What follows belongs to an exercise in optimizing a design on an open flow for small area; a production flow would make more cautious choices. The RTL was checked by simulation tests, not by an equivalence proof against the original design. Power is estimated from default activity; no workload was simulated.

==> design/flow/design.v <==
`timescale 1ns/1ps
module riscvTop (
   input  logic        CLK,
   input  logic        RSTn,
   output logic        iMemCsn,
   output logic [11:0] iMemAddr,    
   input  logic [31:0] iMemData,
   output logic        dMemCsn,
   output logic [11:0] dMemAddr,    
   output logic [31:0] dMemDout,
   input  logic [31:0] dMemData,
   output logic        dMemWen,
   output logic        rfWe,
   output logic [4:0]  rfRa1,
   output logic [4:0]  rfRa2,
   output logic [4:0]  rfWa,
   input  logic [31:0] rfRd1,
   input  logic [31:0] rfRd2,
   output logic [31:0] rfWd,
   output logic        halt,
   output logic [31:0] numInst
);
   logic [9:0]  pc;       
   logic [3:0]  ph;
   logic [31:0] r;
   logic [3:0]  prev;
   logic        carry, eq;
   wire [31:0] ins = iMemData;
   wire [2:0]  f3  = ins[14:12];
   wire isJal   = ins[3];
   wire isLui   = ins[2] & ~ins[3];
   wire isSys   = ins[6] & ins[4];
   wire isBr    = ins[6] & ~ins[4] & ~ins[2];
   wire isLoad  = ~ins[5] & ~ins[4];
   wire isStore = ~ins[6] & ins[5] & ~ins[4];
   wire isImm   = ~ins[5] & ins[4];
   wire isAlu   = ~ins[6] & ins[4] & ~ins[2];    
   wire isReg   = isAlu & ins[5];
   wire regWr   = isAlu | isLui | isJal | isLoad;
   wire isSll   = isAlu & (f3 == 3'b001);
   wire isSrl   = isAlu & (f3 == 3'b101);
   wire isSlt   = isAlu & (f3 == 3'b010);
   wire isXor   = isAlu & (f3 == 3'b100);
   wire isOr    = isAlu & (f3 == 3'b110);
   wire isAnd   = isAlu & (f3 == 3'b111);
   wire isSub   = (isReg & (f3 == 3'b000) & ins[30]) | isSlt | isBr;
   wire prime = (ph == 4'd15);
   wire wr    = (ph == 4'd8);
   wire [2:0] dig = ph[2:0];
   wire [4:0] shamt = isImm ? ins[24:20] : rfRd2[4:0];
   wire [3:0] up    = {1'b0, shamt[4:2]} + {3'b0, |shamt[1:0]};
   logic [5:0] off;
   logic [1:0] fs;
   always_comb begin
      off = 6'd0;
      fs  = 2'd0;
      if (isSrl) begin
         off = {3'b0, shamt[4:2]};
         fs  = shamt[1:0];
      end else if (isSll) begin
         off = -{2'b0, up};
         fs  = -shamt[1:0];
      end
   end
   wire [5:0] idx = {2'b0, ph + 4'd1} + off;
   wire [3:0] cur = (idx[5:3] == 3'd0) ? rfRd1[{idx[2:0], 2'b00} +: 4] : 4'd0;
   wire [7:0] fun = {cur, prev};
   wire [3:0] shOut = fun[fs +: 4];
   logic [3:0] pcDig;
   always_comb begin
      case (dig)
         3'd0: pcDig = {pc[1:0], 2'b00};
         3'd1: pcDig = pc[5:2];
         3'd2: pcDig = pc[9:6];
         default: pcDig = 4'd0;
      endcase
   end
   wire [3:0] opA = isJal ? pcDig : isLui ? 4'd0 : shOut;
   logic [3:0] immDig;
   always_comb begin
      if (isLui)
         immDig = (dig < 3'd3) ? 4'd0 : ins[{dig, 2'b00} +: 4];
      else if (isJal)
         immDig = (dig == 3'd0) ? 4'b0100 : 4'd0;
      else begin
         case (dig)
            3'd0: immDig = isStore ? ins[10:7] : ins[23:20];
            3'd1: immDig = {ins[27:25], isStore ? ins[11] : ins[24]};
            3'd2: immDig = ins[31:28];
            default: immDig = {4{ins[31]}};
         endcase
      end
   end
   wire [3:0] rs2Dig = rfRd2[{dig, 2'b00} +: 4];
   wire [3:0] opB = (isReg | isBr) ? rs2Dig : immDig;
   wire [4:0] sum = {1'b0, opA} + {1'b0, opB ^ {4{isSub}}} + {4'd0, carry};
   logic [3:0] out;
   always_comb begin
      if (isSll | isSrl) out = opA;
      else if (isSlt)    out = 4'd0;
      else if (isXor)    out = opA ^ opB;
      else if (isOr)     out = opA | opB;
      else if (isAnd)    out = opA & opB;
      else               out = sum[3:0];
   end
   wire b31 = isImm ? ins[31] : rfRd2[31];
   wire lt  = ~carry ^ rfRd1[31] ^ b31;
   always_ff @(posedge CLK) begin
      r     <= {out, r[31:4]};
      prev  <= cur;
      carry <= prime ? isSub : sum[4];
      eq    <= ((dig == 3'd0) | eq) & (sum[3:0] == 4'd0);
   end
   wire taken = isJal | (isBr & (eq ^ ins[12]));
   logic [9:0] pcAdd;
   always_comb begin
      if (isSys)      pcAdd = 10'd0;
      else if (taken) pcAdd = {isJal ? ins[20] : ins[7], ins[30:25],
                               isJal ? ins[24:22] : ins[11:9]};
      else            pcAdd = 10'd1;
   end
   always_ff @(posedge CLK) begin
      if (RSTn) begin
         ph      <= 4'd15;
         pc      <= 10'd0;
         halt    <= 1'b0;
         numInst <= 32'd0;
      end else begin
         ph <= wr ? 4'd15 : ph + 4'd1;
         if (wr) begin
            pc <= pc + pcAdd;
            if (isSys) halt <= 1'b1;
            if (!halt) numInst <= numInst + 32'd1;
         end
      end
   end
   assign iMemCsn  = 1'b0;
   assign iMemAddr = {pc, 2'b00};
   assign rfRa1    = ins[19:15];
   assign rfRa2    = ins[24:20];
   assign rfWa     = ins[11:7];
   assign rfWe     = wr & regWr & (ins[11:7] != 5'd0);
   assign rfWd     = isLoad ? dMemData : {r[31:1], r[0] | (isSlt & lt)};
   assign dMemCsn  = 1'b0;
   assign dMemWen  = ~(wr & isStore);
   assign dMemAddr = r[13:2];
   assign dMemDout = rfRd2;
endmodule
==> design/flow/run.sh <==
#!/bin/bash
# synth_recipe.tcl (not shown) runs the flow's synth.tcl, then flattens the netlist and writes it again
# the make line also repeats each setting of config.mk as NAME=value (left out here)
make -C /OpenROAD-flow-scripts/flow DESIGN_CONFIG=/design/flow/config.mk WORK_HOME=/design/flow/orfs CLKGATE_MAP_FILE= SYNTH_SCRIPT=/design/flow/synth_recipe.tcl finish
==> design/flow/config.mk <==
export PLATFORM = sky130hd
export DESIGN_NAME = riscvTop
export DESIGN_NICKNAME = riscvTop
export VERILOG_FILES = /design/flow/design.v
export SDC_FILE = /design/flow/constraint.sdc
export NUM_CORES = 4
export LEC_CHECK = 0
export CAP_MARGIN = 20
export CORE_MARGIN = 2
export CORE_UTILIZATION = 40
export SLEW_MARGIN = 20
==> design/flow/constraint.sdc <==
create_clock -name core_clock -period 7.0 [get_ports {CLK}]
set_input_delay 1.4000 -clock core_clock [delete_from_list [all_inputs] [get_ports {CLK}]]
set_output_delay 1.4000 -clock core_clock [all_outputs]
set_load 0.01 [all_outputs]
==> out/results.txt, run 1 <==
The layout overhead on the synthesized area works out to 41.36%. Commonest register cell after synthesis: sky130_fd_sc_hd__dfxtp_1. The tools report the launch instance of the worst register-to-register path as ph[1].

The number of diodes was 0; the peak fanout along the critical path was 5. Source of the critical timing path: iMemData[5]. In this design, the stage delay of the slowest critical-path cell is 0.59 ns. Summing every instance area after synthesis gives 6601 µm². The tools report the signal arrival time at the worst endpoint as 6.72 ns. The clock reaches the later pin of the worst-skew pair after 0.34 ns. Counting both buffers and inverters, the worst setup path holds a total of 2. Final RePlAce weighted congestion: 0.9599. The start-to-end type of the worst setup path is input pin to flop.

The kind of path behind the tightest hold check is flop to flop. For the die footprint, the log shows 17550 µm². CTS placed an instance of sky130_fd_sc_hd__clkbuf_16 at the clock tree root. TritonCTS built the clock tree.

Walking the worst path, the cells encountered are clkdlybuf4s50_1 > nand2b_1 > mux2i_4 > ha_1 > ha_1 > ha_1 > nor2_1 > a211oi_1 > fa_1 > mux4_2 > mux2i_1 > buf_4 > a2111oi_4 > a311oi_2 > o22ai_1 > ha_1 > nor2b_1 > o21ai_0 > nor3b_1 > o21ai_0 > a22oi_1 > o211ai_1. The commonest cells after synthesis are sky130_fd_sc_hd__dfxtp_1, sky130_fd_sc_hd__buf_4, sky130_fd_sc_hd__nor2_1, sky130_fd_sc_hd__nand2_1, sky130_fd_sc_hd__mux2_2. The total overflow left after global routing is 0. The number of detailed-route iterations in the first pass came out at 5. The total half-perimeter wirelength after legalization and detailed placement was 17.62 mm. Across the VDD grid, the largest voltage drop is 113.6 µV. The mean post-synth cell area came out at 9.068 µm².

The number of instances in the synthesized netlist is 728. For this run, asynchronously set or reset flops after synthesis account for 0%. The final worst clock skew is 0.01457 ns, and the width of the chip is 132.5 µm.

Across all register-to-register paths, the minimum setup slack is 1.96 ns. Number of cells upsized or downsized after cts: 0. The standard cell with the maximum stage delay on the critical path is sky130_fd_sc_hd__fa_1.

The run gives 0 as the post-route antenna net violation count. The floorplan step set the die height to 132.5 µm. The layout cell share with drive strength beyond 1 was 12.57%. Counting flops with a built-in enable in the synthesized netlist gives 0. The flow ran to the end and the layout has no timing, DRC or antenna violations.

Setup total negative slack on the finished layout was measured at 0 ns. The normalized max-slew margin was 32.40%; the via count was 6278. The site row count came out at 46. Dividing total power by cell area gives a power density of 220.5 nW/µm². The number of antenna violations at the first check in global routing was 0; the minimum clock period was 6.498 ns. The tools report the number of warnings printed during yosys synthesis as 1. Once the clock tree was built, the setup fixing pass inserted 0 buffers.

The biggest area contributor in the post-synthesis netlist is sky130_fd_sc_hd__dfxtp_1. The cell repeated most along the worst path is sky130_fd_sc_hd__ha_1. Hold is met by 0.3457 ns.

The distinct cell type count after synthesis is 90, and the number of pins exceeding their max-slew limit in the final report is 0. The kind of capture point of the worst setup path is a flop. Summed over all cells, the static leakage comes to 3.498 nW.

Total number of nets in the final design: 1094. Setup repair after global routing left no endpoint under its margin. Across the run, the number of max-cap violations was 0. Sequential cells were found to cover 25.78% of the synthesized design area.

The overall track demand over capacity in global routing was 24.38%; the via count of the first global-routing pass was 6312. The total power draw is 2.058 mW, and the routed length per placed instance is 19.06 µm. Origin of the worst min-delay path: r[27].

The number of H-tree levels is 3, and the placeable core region is 16000 µm². The most common cell in the synthesized netlist is sky130_fd_sc_hd__dfxtp_1. Number of synthesized register bits: 85. The worst setup path is launched from an input pin. Entering global routing, the biggest net connects 51 pins. Setup violations remaining at the end of the flow were counted as 0. The tools report the required time of the critical path as 7.22 ns. Counting the buffers created by CTS gives 9.

Static timing analysis puts the maximum clock frequency at 153.9 MHz. After clock tree synthesis, the flow added hold-fix buffers numbering 0. The post-layout instance area was 9331 µm². Cell type group with the largest total delay on the critical path: compound AO/OA/AOI/OAI gates. The top cell type by area accounts for 25.78% of the synthesized area. The first global-routing pass estimated 33.97 mm of wire. Counting every sink on the clock net gives 85. Clock-pin slew was measured on the worst setup and hold paths at 0.07 ns.

The run gives 2 as the maximum clock path buffer count. The transition at the pin with the smallest max-transition slack works out to 1.005 ns. Dividing the final minimum period by the clock period gives 92.82%. For this design the top-level I/O count stands at 270. The logs give 9017 µm² for the post-place instance area and 21.86 mm for the total wirelength of the detailed-routed design. Via density per instance: 5.473. The count of buffers added on input and output ports is 263. Sorting the synthesized cells by area gives the leading types as sky130_fd_sc_hd__dfxtp_1, sky130_fd_sc_hd__buf_4, sky130_fd_sc_hd__mux4_2. After detailed routing, the number of remaining DRC violations is 0.

The logs give 298 for the number of design-rule violations left by the first detailed-router iteration and 0 for the final number of hold-violating endpoints. Starting density of the core: 41.26%.
-- flip-flops by register name, indices dropped and copies added (netlist names) --
signal and flops:
carry 1, eq 1, halt 1, numInst 32
pc 10, ph 4, prev 4, r 32
-- routing by layer --
layer,up-vias,GRT usage (%),part of all wire [%]
li1,2982,-,-
met1,2966,29.84,42
met2,291,41.97,49
met3,39,5.096,6.8
met4,0,9.498,2.7
met5,-,0,0
-- final cells by class --
type / instances / area (µm²)
timing repair buffer: 283 / 2783
clock buffer: 10 / 229.0
clock inverter: 5 / 85.08
tap: 216 / 270.3
inverter: 28 / 105.1
sequential: 85 / 1702
fill: 1407 / 6669
multi-input combinational: 520 / 4158
-- placed cells by master, fill, tap and decap left out, types with 15 or more instances in the layout --
master                            synthesis  final
sky130_fd_sc_hd__clkdlybuf4s50_1          0    263
sky130_fd_sc_hd__nand3_1                 15     15
sky130_fd_sc_hd__a21oi_1                 33     33
sky130_fd_sc_hd__o21ai_0                 30     30
sky130_fd_sc_hd__dfxtp_1                 85     85
sky130_fd_sc_hd__mux2_2                  38     38
sky130_fd_sc_hd__nor2_1                  63     62
sky130_fd_sc_hd__mux4_2                  20     20
sky130_fd_sc_hd__xnor2_1                 27     27
sky130_fd_sc_hd__buf_4                   66     20
sky130_fd_sc_hd__inv_1                   26     26
sky130_fd_sc_hd__ha_1                    33     33
sky130_fd_sc_hd__mux2i_1                 18     18
sky130_fd_sc_hd__nand2_1                 40     40
sky130_fd_sc_hd__nor3_1                  15     15
-- stage by stage --
step	worst slack [ns]	util [%]	std cells
after global routing	0.2352	58.32	1147
after global placement	0.2025	56.36	1132
after detailed placement	0.1680	56.36	1132
after CTS	0.5073	58.32	1147
after floorplan	0.9713	-	731
final	0.5025	58.32	1147
-- worst reg2reg max path: stages (launching register included) --
cell	delay [ns]
sky130_fd_sc_hd__dfxtp_1	0.77
sky130_fd_sc_hd__inv_1	0.34
sky130_fd_sc_hd__ha_1	0.44
sky130_fd_sc_hd__fa_1	0.69
sky130_fd_sc_hd__mux4_2	0.33
sky130_fd_sc_hd__mux2i_1	0.15
sky130_fd_sc_hd__buf_4	0.16
sky130_fd_sc_hd__a2111oi_4	0.04
sky130_fd_sc_hd__a311oi_2	0.45
sky130_fd_sc_hd__o22ai_1	0.19
sky130_fd_sc_hd__ha_1	0.31
sky130_fd_sc_hd__nor2b_1	0.13
sky130_fd_sc_hd__o21ai_0	0.18
sky130_fd_sc_hd__nor3b_1	0.29
sky130_fd_sc_hd__o21ai_0	0.13
sky130_fd_sc_hd__a22oi_1	0.17
sky130_fd_sc_hd__o211ai_1	0.12
-- final timing paths --
path / endpoint / cells past startpoint
max: r[31] / 22
min: r[23] / 0
max reg2reg: r[31] / 16
min reg2reg: r[23] / 0
-- cells by family (layout without fill, tap and decap cells) --
| kind of cell | count (synthesis) | in the layout | share of synthesized area, % |
|---|---|---|---|
| simple gates | 217 | 217 | 17.85 |
| compound gates | 144 | 144 | 15.50 |
| buf+inv | 126 | 326 | 11.52 |
| flops | 85 | 85 | 25.78 |
| mux | 77 | 77 | 16.38 |
| xor+xnor | 41 | 41 | 5.440 |
| fa+ha+maj | 37 | 37 | 7.468 |
| other cells | 1 | 4 | 0.05681 |
-- where the power goes --
group	total [mW]	internal (mW)	switching, mW
clock network	0.513	0.313	0.200
registers	0.669	0.592	0.0769
logic	0.876	0.492	0.384
==> inputs of run 2 (changes only) <==
--- a/design/flow/design.v
+++ b/design/flow/design.v
@@ -48,24 +48,22 @@
    wire wr    = (ph == 4'd8);
    wire [2:0] dig = ph[2:0];
    wire [4:0] shamt = isImm ? ins[24:20] : rfRd2[4:0];
-   wire [3:0] up    = {1'b0, shamt[4:2]} + {3'b0, |shamt[1:0]};
-   logic [5:0] off;
+   wire       frac  = |shamt[1:0];
+   logic [4:0] off;
    logic [1:0] fs;
    always_comb begin
-      off = 6'd0;
+      off = 5'd0;
       fs  = 2'd0;
       if (isSrl) begin
-         off = {3'b0, shamt[4:2]};
+         off = {2'b0, shamt[4:2]} + {4'd0, frac};
+         fs  = -shamt[1:0];
+      end else if (isSll) begin
+         off = -{2'b0, shamt[4:2]};
          fs  = shamt[1:0];
-      end else if (isSll) begin
-         off = -{2'b0, up};
-         fs  = -shamt[1:0];
       end
    end
-   wire [5:0] idx = {2'b0, ph + 4'd1} + off;
-   wire [3:0] cur = (idx[5:3] == 3'd0) ? rfRd1[{idx[2:0], 2'b00} +: 4] : 4'd0;
-   wire [7:0] fun = {cur, prev};
-   wire [3:0] shOut = fun[fs +: 4];
+   wire [4:0] idx = {ph[3], ph} + off;    
+   wire       inRange = (idx[4:3] == 2'b00) & ~isLui & ~isJal;
    logic [3:0] pcDig;
    always_comb begin
       case (dig)
@@ -75,7 +73,13 @@
          default: pcDig = 4'd0;
       endcase
    end
-   wire [3:0] opA = isJal ? pcDig : isLui ? 4'd0 : shOut;
+   wire [3:0] cur = inRange ? rfRd1[{idx[2:0], 2'b00} +: 4] : (isJal ? pcDig : 4'd0);
+   wire [7:0] fun = {cur, prev};
+   wire [3:0] opA;
+   assign opA[0] = fun[4 - fs];
+   assign opA[1] = fun[5 - fs];
+   assign opA[2] = fun[6 - fs];
+   assign opA[3] = fun[7 - fs];
    logic [3:0] immDig;
    always_comb begin
       if (isLui)
@@ -124,15 +128,22 @@
          ph      <= 4'd15;
          pc      <= 10'd0;
          halt    <= 1'b0;
-         numInst <= 32'd0;
       end else begin
          ph <= wr ? 4'd15 : ph + 4'd1;
          if (wr) begin
             pc <= pc + pcAdd;
             if (isSys) halt <= 1'b1;
-            if (!halt) numInst <= numInst + 32'd1;
          end
       end
+   end
+   logic       cc, clr;
+   wire        rot = ~ph[3] & ~halt;
+   wire [4:0]  inc = {1'b0, clr ? 4'd0 : numInst[3:0]} + {4'd0, (dig == 3'd0) | cc};
+   always_ff @(posedge CLK) begin
+      cc <= inc[4];
+      if (rot) numInst <= {inc[3:0], numInst[31:4]};
+      if (RSTn) clr <= 1'b1;
+      else if (rot && dig == 3'd7) clr <= 1'b0;
    end
    assign iMemCsn  = 1'b0;
    assign iMemAddr = {pc, 2'b00};
==> design/flow/flow/run.sh (new file) <==
#!/bin/bash
# Standard ORFS layout, except that the port buffers are the smallest buffer
# (buf_1) instead of the cell buffer_ports picks by default; the resizer still
# upsizes any of them that timing, slew or capacitance need.
set -euo pipefail
export BUFFER_PORTS_ARGS="-buffer_cell sky130_fd_sc_hd__buf_1"
bash standard.sh > standard_make.log 2>&1
==> design/flow/standard.sh (new file) <==
#!/bin/bash
# synth_recipe.tcl (not shown) runs the flow's synth.tcl, then flattens the netlist and writes it again
# the make line also repeats each setting of config.mk as NAME=value (left out here)
make -C /OpenROAD-flow-scripts/flow DESIGN_CONFIG=/design/flow/config.mk WORK_HOME=/design/flow/orfs CLKGATE_MAP_FILE= SYNTH_SCRIPT=/design/flow/synth_recipe.tcl "${@:-finish}"
--- a/design/flow/config.mk
+++ b/design/flow/config.mk
@@ -8,4 +8,5 @@
 export CAP_MARGIN = 20
 export CORE_MARGIN = 2
 export CORE_UTILIZATION = 40
+export CTS_BUF_LIST = sky130_fd_sc_hd__clkbuf_8
 export SLEW_MARGIN = 20
removed: design/flow/run.sh
==> out/results.txt, run 2 <==
The tools report the element type at the critical path start as an input pin. At the later pin of the worst-skew pair, clock insertion delay measures 0.36 ns. Most common cell in the synthesized netlist: sky130_fd_sc_hd__buf_4. For the part of the Yosys area used for sequential elements, the log shows 33.89%.

The wire-length estimate of the detail-placed layout is 14.40 mm. The register cell area after layout was 2062 µm². The most common cell after layout, fill and taps aside is sky130_fd_sc_hd__buf_1.

The detailed router finished its first iteration with 223 violations. The logs give 0 for the number of buffers added to fix hold violations after cts and 0.9286 for the final RePlAce weighted congestion. Among all flip-flop cells after synthesis, the most frequent one is sky130_fd_sc_hd__dfxtp_1. The top cell type's share of synthesized area works out to 18.10%.

The run gives 0 as the number of pins exceeding their max-slew limit in the final report. The width of the chip was 127.3 µm. In the final layout, the registers with the most flip-flops are numInst x32, r x32, pc x10. The area of the multi-input gates was 3359 µm²; the number of diodes was 0.

Adding up every negative setup slack in the final design gives 0 ns. In this run the remaining antenna-violating nets after routing total 0. The post-synthesis cell area came out at 6085 µm².

The tools report the post-place instance area as 6843 µm². After synthesis, the cell types taking the most area are sky130_fd_sc_hd__dfxtp_1, sky130_fd_sc_hd__edfxtp_1, sky130_fd_sc_hd__mux4_2. The cell sitting at the root of the clock tree is a sky130_fd_sc_hd__clkbuf_8. Summed over all layers, the routed wires come to 17.61 mm. The critical path in this run is classified as input pin to flop.

Setup violations remaining at the end of the flow were counted as 0. In this run, synthesis inferred 32 flip-flops with an integrated enable. Summed over all cells, the static leakage comes to 2.718 nW.

The worst voltage drop across the vdd grid is 112.2 µV, and the mean post-synth cell area is 10.09 µm². Across the run, the number of max-cap violations was 0. Layout overhead on the synthesized area: 15.79%. Dividing the detail-routed wire length by the instance count gives 17.65 µm.

The library cells used most frequently in the layout, excluding fill and tap cells, are sky130_fd_sc_hd__buf_1, sky130_fd_sc_hd__dfxtp_1, sky130_fd_sc_hd__nand2_1. The initialized floorplan defines 45 standard-cell rows. The initial utilization of the core area, before any placement, comes to 40.47%.

Via density per instance: 5.292. Along the worst path, the maximum fanout reaches 5. Setup repair after global routing left no endpoint under its margin.

The overall overflow remaining after global route is 0. The post-layout instance area is 7046 µm², and the number of synthesized register bits is 87. The run gives 976 as the total number of nets in the final design. Data on the critical path arrives at its endpoint at 6.77 ns. The maximum clock path buffer count is 2, and the die height is 127.3 µm. The kind of path behind the tightest hold check is flop to flop. The overall track demand over capacity in global routing was 20.95%. The number of antenna violations at the first check in global routing came out at 0. By count the netlist is led by sky130_fd_sc_hd__buf_4, sky130_fd_sc_hd__dfxtp_1, sky130_fd_sc_hd__nand2_1, sky130_fd_sc_hd__mux2_2, sky130_fd_sc_hd__nor2_1. The via count of the first global-routing pass came out at 4812. Of all cell types, the one taking the most synthesized area is sky130_fd_sc_hd__dfxtp_1.

The peak clock frequency supported by timing is 154.7 MHz, and the post-CTS clock slew at the launch and capture registers of the worst setup and hold paths is 0.10 ns. The final critical-path share of the clock period was 92.33%. Across the routed clock network, the largest skew measured is 0.01565 ns. Port buffering added 263 buffers.

TritonCTS built the clock tree. The standard cell with the maximum stage delay on the critical path was sky130_fd_sc_hd__o41ai_2. The run gives 4 as the number of detailed-route iterations in the first pass.

In the routed design, unresolved DRC markers number 0. The flow ran to the end and the layout has no timing, DRC or antenna violations. The longest individual stage delay on the worst path is 0.53 ns.

The number of H-tree levels was 3. Synthesis produced a netlist whose cell count is 603. The number of cells upsized or downsized after cts was 0; the normalized max-slew margin was 36.65%.

The tools report the number of fill cells as 1500. The die footprint is 16210 µm², and the CTS buffer count is 9. The final number of hold-violating endpoints is 0, and the required time of the critical path is 7.30 ns. The number of ports placed on the die boundary was 270. The layout cell share with drive strength beyond 1 was 12.96%. Entering global routing, the biggest net connects 34 pins. Counting flops with an async set or reset pin after synthesis yields a share of 0%.

The worst setup path is captured at a flop. The run gives 1 as the number of warnings printed during yosys synthesis. Buffers added to address setup during post-CTS repair amount to 0. The tools report the distinct cell type count after synthesis as 65. The first-pass GRT wire length is 26.08 mm. The placeable core region is 15030 µm², and the via count is 5281. Traced cell by cell, the critical path runs through buf_1 > nand2b_1 > mux2i_1 > ha_1 > nor2_1 > ha_1 > nand2b_1 > o211a_1 > inv_1 > fa_1 > nand2b_1 > o2bb2ai_1 > xnor3_1 > o41ai_2 > o221ai_1 > o22ai_2 > a21oi_1 > fa_1 > inv_1 > fa_1 > nor3b_1 > o21ai_0 > nor2_1. The number of clock sinks was 87; the power density of the placed cells was 239.6 nW/µm². The transition at the pin with the smallest max-transition slack was 0.9480 ns. The minimum clock period works out to 6.463 ns.
## run 2: changes by cell type after synthesis, moves of 7 or more
cell and change:
sky130_fd_sc_hd__dfxtp_1 -30, sky130_fd_sc_hd__edfxtp_1 +32, sky130_fd_sc_hd__nand4_1 -8, sky130_fd_sc_hd__nor2_1 -25, sky130_fd_sc_hd__o21ai_0 -18, sky130_fd_sc_hd__or3_1 -7
sky130_fd_sc_hd__xnor2_1 -13, sky130_fd_sc_hd__xor2_1 -7
## run 2: cells by family after synthesis
family | Yosys count | synth area share, %
AOI/OAI and AO/OA | 105 | 11.95
xor gates and xnor gates | 22 | 3.393
adders and majority gates | 41 | 8.925
buffers and inverters | 115 | 11.25
DFF | 87 | 33.89
muxes | 76 | 17.89
other | 1 | 0.06163
and+or+nand+nor | 156 | 12.65
## run 2: metal layers
| layer | track usage, % | up-vias | wire [µm] |
|---|---|---|---|
| met3 | 3.099 | 17 | 1154 |
| met5 | 0 | - | 0 |
| met2 | 37.18 | 249 | 8685 |
| met1 | 26.49 | 2498 | 7463 |
| met4 | 6.012 | 0 | 311 |
| li1 | - | 2517 | - |
## run 2: worst max-delay path: cells and delay by family
| kind | cells | cell delay (ns) |
|---|---|---|
| adder cells (fa/ha/maj) | 5 | 1.77 |
| AO/OA/AOI/OAI | 7 | 1.55 |
| AND/OR/NAND/NOR | 6 | 0.90 |
| XOR/XNOR | 1 | 0.42 |
| buffers and inverters | 3 | 0.39 |
| multiplexers | 1 | 0.36 |
## run 2: cell type report
class | count | area share, %
clock buffers | 9 | 1.758
inverters | 27 | 1.438
flip-flops and latches | 87 | 29.27
multi-input cells | 404 | 47.68
repair buffers | 276 | 15.40
clock inverters | 7 | 1.119
well taps | 188 | 3.339
## run 2: final timing paths
kind / start / endpoint / slack [ns] / depth (start not counted)
hold reg to reg: r[24] / r[20] / 0.35 / 0
setup / recovery: iMemData[5] / eq / 0.54 / 23
setup reg to reg: ph[0] / eq / 2.72 / 16
hold / removal: r[24] / r[20] / 0.35 / 0
## run 2: report_power, final
group / internal (mW) / switching [mW]
clock: 0.144 / 0.208
combinational: 0.249 / 0.335
sequential: 0.665 / 0.0869
total: 1.06 / 0.630
## run 2: through the flow
stage	util, %	cells	setup WS, ns	hold WS (ns)	power, mW
finish	46.87	998	0.5368	0.3537	1.688
global route	46.87	998	0.1973	0.3633	1.797
CTS	46.87	998	0.5291	0.3525	1.712
detailed placement	45.52	982	0.1856	0.3329	1.353
global placement	45.52	982	0.2572	0.3332	1.349
floorplan	-	606	0.8312	0.3272	1.172
==> inputs of run 3 (changes only) <==
--- a/design/flow/config.mk
+++ b/design/flow/config.mk
@@ -8,5 +8,6 @@
 export CAP_MARGIN = 20
 export CORE_MARGIN = 2
 export CORE_UTILIZATION = 40
-export CTS_BUF_LIST = sky130_fd_sc_hd__clkbuf_8
+export CTS_BUF_LIST = sky130_fd_sc_hd__clkbuf_16
+export CTS_CLUSTER_SIZE = 40
 export SLEW_MARGIN = 20
==> out/results.txt, run 3 <==
In the routed design, unresolved DRC markers number 0. Clock-pin slew was measured on the worst setup and hold paths at 0.07 ns. Sorting the synthesized cells by area gives the leading types as sky130_fd_sc_hd__dfxtp_1, sky130_fd_sc_hd__edfxtp_1, sky130_fd_sc_hd__mux4_2. Total wirelength of the detailed-routed design: 17.53 mm.

The clock passes through at most 2 buffers. Summed over all layers, the global routing overflow is 0. The clock reaches the later pin of the worst-skew pair after 0.34 ns. The most common cell after layout, fill and taps aside was sky130_fd_sc_hd__buf_1. In this run the cell area measured after placement is 6843 µm². After detailed routing, the average wire length per cell comes to 17.55 µm. Buffers inserted during clock tree synthesis total 9.

The overall track demand over capacity in global routing was 20.94%; the total half-perimeter wirelength after legalization and detailed placement was 14.40 mm. The first global-routing pass estimated 26.08 mm of wire. The via count of the first global-routing pass was 4795; the count of final setup violators was 0. The layout cell share with drive strength beyond 1 was 12.96%. After detailed routing, the number of vias per cell comes to 5.264. Clock root buffer: sky130_fd_sc_hd__clkbuf_16. The run gives 1 as the number of antenna violations at the first check in global routing.

The worst setup path is of the input pin to flop kind. The via count was 5259; the width of the chip was 127.3 µm. In this run the static leakage power is 2.764 nW.

The logs give 0 for the number of pins exceeding their max-slew limit in the final report and 7149 µm² for the post-layout instance area. Counting instances in the post-synthesis netlist gives the leading cell types as sky130_fd_sc_hd__buf_4, sky130_fd_sc_hd__dfxtp_1, sky130_fd_sc_hd__nand2_1, sky130_fd_sc_hd__mux2_2, sky130_fd_sc_hd__nor2_1. TritonCTS built the clock tree. After synthesis, flip-flops and latches occupy 33.89% of the total area. The detail route stage leaves a number of antenna-violating nets equal to 0. The run gives 0 as the final number of hold-violating endpoints. The initial utilization of the core area, before any placement, comes to 40.47%.

The library cells used most frequently in the layout, excluding fill and tap cells, are sky130_fd_sc_hd__buf_1, sky130_fd_sc_hd__dfxtp_1, sky130_fd_sc_hd__nand2_1. Static timing analysis puts the maximum clock frequency at 154.2 MHz. The number of instances in the synthesized netlist was 603. The top cell type by total area after synthesis was sky130_fd_sc_hd__dfxtp_1.

Die height: 127.3 µm. The logs give 0 for the number of buffers added for setup after CTS and 4 for the number of detailed-route iterations in the first pass. The final critical-path share of the clock period came out at 92.62%. The transition at the pin with the smallest max-transition slack is 0.9498 ns.

The tools report the kind of capture point of the worst setup path as a flop. The logs give 207 for the number of design-rule violations left by the first detailed-router iteration and 1488 for the number of fill cells. Each instance of the synthesized netlist takes up on average 10.09 µm². Summing every instance area after synthesis gives 6085 µm².

For this run, the leading register cell type out of synthesis is sky130_fd_sc_hd__dfxtp_1. The run finished with no timing, DRC or antenna violations. STA puts the critical path data required time at 7.28 ns. At the end of routability-driven placement, the weighted congestion stood at 0.9286. The distinct cell type count after synthesis was 65; the number of synthesized register bits was 87.

The share of flip-flops with an asynchronous set or reset was 0%; the minimum clock period was 6.483 ns. For the final routed database, the setup TNS stands at 0 ns. Compared with the post-synthesis result, the final layout area differs by 17.50%. For this run, the post-layout net count is 976. In this run the tightest slew margin relative to its limit is 36.53%.

Gates resized during post-CTS repair numbered 0. The most common cell in the synthesized netlist is sky130_fd_sc_hd__buf_4. After synthesis, the largest area contributor takes up 18.10% of total cell area.

The largest registers in the layout are numInst x32, r x32, pc x10. The number of ports placed on the die boundary is 270, and the number of buffers added to fix hold violations after cts is 0. STA classifies the critical path startpoint as an input pin. Yosys mapped a number of flops with a built-in enable equal to 32. Entering global routing, the biggest net connects 34 pins.

The tightest min-delay check is of the flop to flop type. Across the routed clock network, the largest skew measured is 0.009467 ns. In this run the tool buffered the top-level ports with 263 buffer cells.

The number of warnings printed during yosys synthesis came out at 1. Max-cap violations in this run came to 0. The signal arrival time at the worst endpoint is 6.76 ns. VDD sags by at most 120.9 µV. The die covers 16210 µm². The power density of the placed cells is 253.8 nW/µm².

The floorplan step defined a core boundary enclosing 15030 µm². CTS saw 87 sinks. Setup repair after global routing left no endpoint under its margin.

In this run the worst path has a maximum fanout of 5. In this run the number of H-tree levels came out at 3. For the site row count, the log shows 45.
==> run 3: cell count changes in the layout (fill, tap and decap cells not counted) <==
cell / change
sky130_fd_sc_hd__clkbuf_8: -9
sky130_fd_sc_hd__diode_2: +1
sky130_fd_sc_hd__clkbuf_16: +9
==> run 3: metal layers <==
layer	wire length, µm	share of wire, %	track usage, %	vias up
met5	0	0	0	-
met2	8636	49	37.06	256
met1	7343	42	26.43	2464
met4	303	1.7	6.399	0
met3	1249	7.1	3.099	18
li1	-	-	-	2521
==> run 3: through the flow <==
stage	hold slack (ns)	std cells	total power [mW]	setup WS, ns	util [%]
floorplan	0.3272	606	1.172	0.8312	-
global placement	0.3332	982	1.349	0.2572	45.52
detailed placement	0.3329	982	1.353	0.1856	45.52
CTS	0.3485	998	1.840	0.4941	47.54
global route	0.3588	998	1.927	0.1595	47.54
finish	0.3461	999	1.815	0.5166	47.56
==> run 3: final cells by class <==
type	instances	area, µm²	area share (%)
multi-input combinational	404	3359	46.99
antenna	1	2.502	0.03500
sequential	87	2062	28.84
clock inverter	7	78.83	1.103
clock buffer	9	225.2	3.150
inverter	27	101.3	1.418
tap	188	235.2	3.290
timing repair buffer	276	1085	15.17
==> run 3: critical path, stage by stage <==
cell                        delay (ns)
sky130_fd_sc_hd__buf_1            0.24
sky130_fd_sc_hd__nand2b_1         0.27
sky130_fd_sc_hd__mux2i_1          0.36
sky130_fd_sc_hd__ha_1             0.24
sky130_fd_sc_hd__nor2_1           0.06
sky130_fd_sc_hd__ha_1             0.27
sky130_fd_sc_hd__nand2b_1         0.09
sky130_fd_sc_hd__o211a_1          0.17
sky130_fd_sc_hd__inv_1            0.06
sky130_fd_sc_hd__fa_1             0.42
sky130_fd_sc_hd__nand2b_1         0.16
sky130_fd_sc_hd__o2bb2ai_1        0.14
sky130_fd_sc_hd__xnor3_1          0.42
sky130_fd_sc_hd__o41ai_2          0.53
sky130_fd_sc_hd__o221ai_1         0.25
sky130_fd_sc_hd__o22ai_2          0.23
sky130_fd_sc_hd__a21oi_1          0.11
sky130_fd_sc_hd__fa_1             0.41
sky130_fd_sc_hd__inv_1            0.09
sky130_fd_sc_hd__fa_1             0.43
sky130_fd_sc_hd__nor3b_1          0.21
sky130_fd_sc_hd__o21ai_0          0.12
sky130_fd_sc_hd__nor2_1           0.09
==> run 3: worst paths after layout <==
check | endpoint | cells after the start | start | slack [ns]
worst max-delay path | eq | 23 | iMemData[5] | 0.52
worst min-delay path | r[10] | 0 | r[14] | 0.35
worst max register to register | eq | 16 | ph[0] | 2.73
worst min register to register | r[10] | 0 | r[14] | 0.35
==> run 3: cells by family after synthesis <==
family,count (synthesis),share of synthesized area (%)
muxes,76,17.89
adders and majority gates,41,8.925
and+or+nand+nor,156,12.65
other,1,0.06163
DFF,87,33.89
xor gates and xnor gates,22,3.393
buffers and inverters,115,11.25
AOI/OAI and AO/OA,105,11.95
==> run 3: power by group <==
group	total, mW	internal (mW)	switching, mW
combinational	0.584	0.249	0.335
clock	0.479	0.256	0.224
sequential	0.751	0.665	0.0861

[port drivers added, routing unchanged]
Ports are ideal in the flow. The routed layouts listed here were re-timed in OpenROAD. Step 1 sets driving cells, clkbuf_16 on the clock port and buf_2 on the other inputs (assumed; they add their load-dependent delay and slew). Step 2 moves the port delays by t, midway between the first and last clock arrival at a register: inputs arrive t later, outputs are due t later. That takes back most of the time a late clock gives input paths. Three values: ideal ports, drivers, drivers and shift; two values: the first two.
run	t, ns	setup WS [ns]	worst hold slack (ns)	clock arrival spread, ns	pins driven straight from the clock port
run 1	0.374	0.502 / 0.508 / 0.134	0.346 / 0.346 / 0.346	0.016 / 0.016	1
run 2	0.391	0.537 / 0.531 / 0.140	0.354 / 0.354 / 0.354	0.016 / 0.016	1
run 3	0.374	0.517 / 0.516 / 0.142	0.346 / 0.346 / 0.346	0.012 / 0.012	1
After both steps every run listed still meets setup and hold. For run 2, which loses most, drivers alone change the setup slack by -0.006 ns; drivers and shift together by -0.397 ns.
